From an optimization exercise on the open Yosys and OpenROAD flow, aimed at small area and a short achievable clock period; shortcuts taken in it are not production practice. In this exercise RTL edits were held to simulation tests only and were not proved equivalent to the original. Power figures rest on the tool's default switching activity, not on a simulated workload.

==> module gp_imem, before the edit <==
module gp_imem (
  input  logic        clk,
  input  logic        rst,
  input  logic [29:0] addr,
  input  logic        stall,
  output logic [31:0] inst,
  output logic        ready,
  input  logic        reload,
  input  logic        wr_en,
  input  logic [29:0] wr_addr,
  input  logic [31:0] wr_data,
  output logic        wr_ack,
  output logic        wr_err,
  output logic        par_err
);
  localparam int DEPTH = 64;
  localparam int BOOT_WORDS = gp_imem_pkg::BOOT_WORDS_DEF;
  logic        run_q;           
  logic        boot_q;          
  logic [31:0] boot_word_q;     
  logic [5:0]  boot_idx_q;      
  logic [5:0]  ra_q;            
  logic        ra_hi_q;         
  logic [31:0] inst_a_qn, inst_b_qn;  
  logic        wr_ack_q, wr_err_q;
  logic [31:0] mem [DEPTH];
  logic [31:0] mem_d [DEPTH];
  logic [31:0] boot_word, wdata, inst_a_dn, inst_b_dn;
  logic        boot_last, wr_accept, wr_hi, host_wen, run_d, ra_hi_d, rd_en;
  logic        hit, boot_hit, host_hit, kill, take;
  logic [5:0]  ra_d, boot_idx_d;
  logic [DEPTH-1:0] we, keep, rsel_a, rsel_b;
  gp_imem_boot_rom u_boot_rom (
    .idx  (boot_idx_d),
    .word (boot_word)
  );
  assign boot_last = (boot_idx_q == 6'(BOOT_WORDS - 1));
  assign wr_accept = run_q & ~reload & wr_en;
  assign wr_hi     = |wr_addr[29:6];
  assign host_wen  = wr_accept & ~wr_hi;
  assign run_d     = run_q ? ~reload : boot_last;
  assign boot_idx_d = (boot_q && !boot_last) ? boot_idx_q + 6'd1 : 6'd0;
  assign ra_d      = stall ? ra_q : addr[5:0];
  assign ra_hi_d   = stall ? ra_hi_q : |addr[29:6];
  assign wdata = boot_q ? boot_word_q : wr_data;
  gp_imem_wdec u_wdec (
    .boot_idx (boot_idx_q),
    .boot     (boot_q),
    .host_idx (wr_addr[5:0]),
    .host     (host_wen),
    .we       (we),
    .keep     (keep)
  );
  for (genvar i = 0; i < DEPTH; i++) begin : g_word
    for (genvar b = 0; b < 32; b++) begin : g_bit
      gp_imem_ao22 u_cell (
        .a1 (mem[i][b]), .a2 (keep[i]), .b1 (wdata[b]), .b2 (we[i]), .y (mem_d[i][b])
      );
    end
    always_ff @(posedge clk) mem[i] <= mem_d[i];
  end
  assign rd_en    = run_d & ~ra_hi_d;
  assign boot_hit = boot_q && (boot_idx_q == ra_d);
  assign host_hit = host_wen && (wr_addr[5:0] == ra_d);
  assign hit      = boot_hit | host_hit;
  assign take     = rd_en & hit;
  assign kill     = rd_en & ~hit;
  gp_imem_rdec u_rdec_a (.addr (addr[5:0]), .held (ra_q), .stall (stall), .sel (rsel_a));
  gp_imem_rdec u_rdec_b (.addr (addr[5:0]), .held (ra_q), .stall (stall), .sel (rsel_b));
  for (genvar b = 0; b < 32; b++) begin : g_rd
    logic [DEPTH-1:0] col;
    for (genvar i = 0; i < DEPTH; i++) begin : g_col
      assign col[i] = mem[i][b];
    end
    gp_imem_rdhalf u_rd_a (
      .sel  (b < 16 ? rsel_a[31:0] : rsel_b[31:0]),
      .d    (col[31:0]),
      .kill (kill),
      .take (take),
      .w    (wdata[b]),
      .yn   (inst_a_dn[b])
    );
    gp_imem_rdhalf_nb u_rd_b (
      .sel  (b < 16 ? rsel_a[63:32] : rsel_b[63:32]),
      .d    (col[63:32]),
      .kill (kill),
      .yn   (inst_b_dn[b])
    );
  end
  always_ff @(posedge clk or negedge rst) begin
    if (!rst) begin
      run_q      <= 1'b0;
      boot_q     <= 1'b1;
      boot_word_q <= gp_imem_pkg::BOOT_TABLE[31:0];
      boot_idx_q <= '0;
      ra_q       <= '0;
      ra_hi_q    <= 1'b0;
      inst_a_qn  <= '1;
      inst_b_qn  <= '1;
      wr_ack_q   <= 1'b0;
      wr_err_q   <= 1'b0;
    end else begin
      run_q      <= run_d;
      boot_q     <= ~run_d;
      boot_word_q <= boot_word;
      boot_idx_q <= boot_idx_d;
      ra_q       <= ra_d;
      ra_hi_q    <= ra_hi_d;
      inst_a_qn  <= inst_a_dn;
      inst_b_qn  <= inst_b_dn;
      wr_ack_q   <= wr_accept;
      wr_err_q   <= wr_accept & wr_hi;
    end
  end
  assign ready   = run_q;
  assign inst    = ~(inst_a_qn & inst_b_qn);
  assign par_err = 1'b0;
  assign wr_ack  = wr_ack_q;
  assign wr_err  = wr_err_q;
endmodule
==> module gp_imem_rdhalf, before the edit <==
module gp_imem_rdhalf (
  input  logic [31:0] sel,
  input  logic [31:0] d,
  input  logic        kill,
  input  logic        take,
  input  logic        w,
  output logic        yn
);
  logic [10:0] t;    
  logic [2:0]  u;    
  for (genvar g = 0; g < 10; g++) begin : g_grp
    gp_imem_aoi222 u_aoi (
      .a0 (sel[3*g]),   .b0 (d[3*g]),
      .a1 (sel[3*g+1]), .b1 (d[3*g+1]),
      .a2 (sel[3*g+2]), .b2 (d[3*g+2]),
      .y  (t[g])
    );
  end
  gp_imem_aoi22 u_last (.a1 (sel[30]), .a2 (d[30]), .b1 (sel[31]), .b2 (d[31]), .y (t[10]));
  gp_imem_nand4 u_n0 (.a (t[0]), .b (t[1]), .c (t[2]), .d (t[3]), .y (u[0]));
  gp_imem_nand4 u_n1 (.a (t[4]), .b (t[5]), .c (t[6]), .d (t[7]), .y (u[1]));
  gp_imem_nand3 u_n2 (.a (t[8]), .b (t[9]), .c (t[10]), .y (u[2]));
  gp_imem_rdout u_out (.u (u), .kill (kill), .take (take), .w (w), .yn (yn));
endmodule
==> module gp_imem_rdhalf_nb, before the edit <==
module gp_imem_rdhalf_nb (
  input  logic [31:0] sel,
  input  logic [31:0] d,
  input  logic        kill,
  output logic        yn
);
  logic [10:0] t;    
  logic [2:0]  u;    
  for (genvar g = 0; g < 10; g++) begin : g_grp
    gp_imem_aoi222 u_aoi (
      .a0 (sel[3*g]),   .b0 (d[3*g]),
      .a1 (sel[3*g+1]), .b1 (d[3*g+1]),
      .a2 (sel[3*g+2]), .b2 (d[3*g+2]),
      .y  (t[g])
    );
  end
  gp_imem_aoi22 u_last (.a1 (sel[30]), .a2 (d[30]), .b1 (sel[31]), .b2 (d[31]), .y (t[10]));
  gp_imem_nand4 u_n0 (.a (t[0]), .b (t[1]), .c (t[2]), .d (t[3]), .y (u[0]));
  gp_imem_nand4 u_n1 (.a (t[4]), .b (t[5]), .c (t[6]), .d (t[7]), .y (u[1]));
  gp_imem_nand3 u_n2 (.a (t[8]), .b (t[9]), .c (t[10]), .y (u[2]));
  gp_imem_rdout_k u_out (.u (u), .kill (kill), .yn (yn));
endmodule
==> module gp_imem_rdout, before the edit <==
module gp_imem_rdout (
  input  logic [2:0] u,
  input  logic       kill, take, w,
  output logic       yn
);
  assign yn = ~((|u & kill) | (w & take));
endmodule
==> module gp_imem_rdout_k, before the edit <==
module gp_imem_rdout_k (
  input  logic [2:0] u,
  input  logic       kill,
  output logic       yn
);
  assign yn = ~(|u & kill);
endmodule
clock: 5.5 ns
lec_check: 0
cap_margin: 20
core_margin: 2
core_utilization: 45
cts_cluster_diameter: 80
cts_cluster_size: 20
setup_slack_margin: 2.5
slew_margin: 65
synth_hierarchical: 1
standard.sh (not shown) runs the stock make flow with config.mk's settings and CLKGATE_MAP_FILE= SYNTH_SCRIPT=/design/flow/synth_recipe.tcl, a recipe that flattens the netlist after the stock synthesis.
==> flow/flow/run.sh <==
#!/bin/bash
# Standard layout, with buf_4 as the port buffer instead of the cell buffer_ports picks by itself
# (a delay cell that repair_timing cannot resize out of its footprint).
set -euo pipefail
export BUFFER_PORTS_ARGS="-buffer_cell sky130_fd_sc_hd__buf_4"
bash standard.sh > standard.log 2>&1
The first run finished clean.
Edit:
--- a/flow/design.v
+++ b/flow/design.v
@@ -88,11 +88,11 @@
   logic [5:0]  boot_idx_q;      
   logic [5:0]  ra_q;            
   logic        ra_hi_q;         
-  logic [31:0] inst_a_qn, inst_b_qn;  
+  logic [31:0] inst_a_q, inst_b_q;    
   logic        wr_ack_q, wr_err_q;
   logic [31:0] mem [DEPTH];
   logic [31:0] mem_d [DEPTH];
-  logic [31:0] boot_word, wdata, inst_a_dn, inst_b_dn;
+  logic [31:0] boot_word, wdata, inst_a_d, inst_b_d;
   logic        boot_last, wr_accept, wr_hi, host_wen, run_d, ra_hi_d, rd_en;
   logic        hit, boot_hit, host_hit, kill, take;
   logic [5:0]  ra_d, boot_idx_d;
@@ -145,13 +145,13 @@
       .kill (kill),
       .take (take),
       .w    (wdata[b]),
-      .yn   (inst_a_dn[b])
+      .y    (inst_a_d[b])
     );
     gp_imem_rdhalf_nb u_rd_b (
       .sel  (b < 16 ? rsel_a[63:32] : rsel_b[63:32]),
       .d    (col[63:32]),
       .kill (kill),
-      .yn   (inst_b_dn[b])
+      .y    (inst_b_d[b])
     );
   end
   always_ff @(posedge clk or negedge rst) begin
@@ -162,8 +162,8 @@
       boot_idx_q <= '0;
       ra_q       <= '0;
       ra_hi_q    <= 1'b0;
-      inst_a_qn  <= '1;
-      inst_b_qn  <= '1;
+      inst_a_q   <= '0;
+      inst_b_q   <= '0;
       wr_ack_q   <= 1'b0;
       wr_err_q   <= 1'b0;
     end else begin
@@ -173,14 +173,14 @@
       boot_idx_q <= boot_idx_d;
       ra_q       <= ra_d;
       ra_hi_q    <= ra_hi_d;
-      inst_a_qn  <= inst_a_dn;
-      inst_b_qn  <= inst_b_dn;
+      inst_a_q   <= inst_a_d;
+      inst_b_q   <= inst_b_d;
       wr_ack_q   <= wr_accept;
       wr_err_q   <= wr_accept & wr_hi;
     end
   end
   assign ready   = run_q;
-  assign inst    = ~(inst_a_qn & inst_b_qn);
+  assign inst    = inst_a_q | inst_b_q;
   assign par_err = 1'b0;
   assign wr_ack  = wr_ack_q;
   assign wr_err  = wr_err_q;
@@ -254,7 +254,7 @@
   input  logic        kill,
   input  logic        take,
   input  logic        w,
-  output logic        yn
+  output logic        y
 );
   logic [10:0] t;    
   logic [2:0]  u;    
@@ -270,13 +270,13 @@
   gp_imem_nand4 u_n0 (.a (t[0]), .b (t[1]), .c (t[2]), .d (t[3]), .y (u[0]));
   gp_imem_nand4 u_n1 (.a (t[4]), .b (t[5]), .c (t[6]), .d (t[7]), .y (u[1]));
   gp_imem_nand3 u_n2 (.a (t[8]), .b (t[9]), .c (t[10]), .y (u[2]));
-  gp_imem_rdout u_out (.u (u), .kill (kill), .take (take), .w (w), .yn (yn));
+  gp_imem_rdout u_out (.u (u), .kill (kill), .take (take), .w (w), .y (y));
 endmodule
 module gp_imem_rdhalf_nb (
   input  logic [31:0] sel,
   input  logic [31:0] d,
   input  logic        kill,
-  output logic        yn
+  output logic        y
 );
   logic [10:0] t;    
   logic [2:0]  u;    
@@ -292,21 +292,21 @@
   gp_imem_nand4 u_n0 (.a (t[0]), .b (t[1]), .c (t[2]), .d (t[3]), .y (u[0]));
   gp_imem_nand4 u_n1 (.a (t[4]), .b (t[5]), .c (t[6]), .d (t[7]), .y (u[1]));
   gp_imem_nand3 u_n2 (.a (t[8]), .b (t[9]), .c (t[10]), .y (u[2]));
-  gp_imem_rdout_k u_out (.u (u), .kill (kill), .yn (yn));
+  gp_imem_rdout_k u_out (.u (u), .kill (kill), .y (y));
 endmodule
 module gp_imem_rdout (
   input  logic [2:0] u,
   input  logic       kill, take, w,
-  output logic       yn
+  output logic       y
 );
-  assign yn = ~((|u & kill) | (w & take));
+  assign y = (|u & kill) | (w & take);
 endmodule
 module gp_imem_rdout_k (
   input  logic [2:0] u,
   input  logic       kill,
-  output logic       yn
+  output logic       y
 );
-  assign yn = ~(|u & kill);
+  assign y = |u & kill;
 endmodule
 module gp_imem_aoi222 (
   input  logic a0, b0, a1, b1, a2, b2,
- power decreases by about 0.3%
- via count increases by about 2%
- sequential power barely changes
- global-route usage increases by 1.4 points
- routed wire length increases by 4.2%
- sequential cell count stays the same
- worst setup slack degrades by 0.010 ns
- maximum frequency decreases by about 0.34%
- final area stays flat
- die area stays flat
- count of clock-buffer cells in the layout decreases by 9

[afterwards: timing with drivers on the ports]
Ports are ideal in the flow. The routed layouts listed here were re-timed in OpenROAD. Step 1 assumes that a clkbuf_16 drives the clock port and a buf_2 every other input. Step 2 adds t to the input delays and takes it off the output delays; t is the mean of the earliest and latest rising clock arrival at the registers after step 1. Input paths then give back, and output paths get back, about the clock's delay inside the block. Slacks: no drivers / after step 1 / after step 2; pairs: no drivers / after step 1.
run	shift t [ns]	slack for setup (ns)	worst setup path at the end	worst register clock-pin slew, ns	worst slew at a driven data input, ns
the first run	0.885	2.423 / 2.306 / 1.422	input to register	0.09 / 0.09	0.23
the second run	0.882	2.412 / 2.245 / 1.363	input to register	0.09 / 0.09	0.27
After both steps setup and hold are still met in every run listed. The setup slack of the second run, which loses most, moves by -0.167 ns with the drivers and by -1.049 ns with both steps.
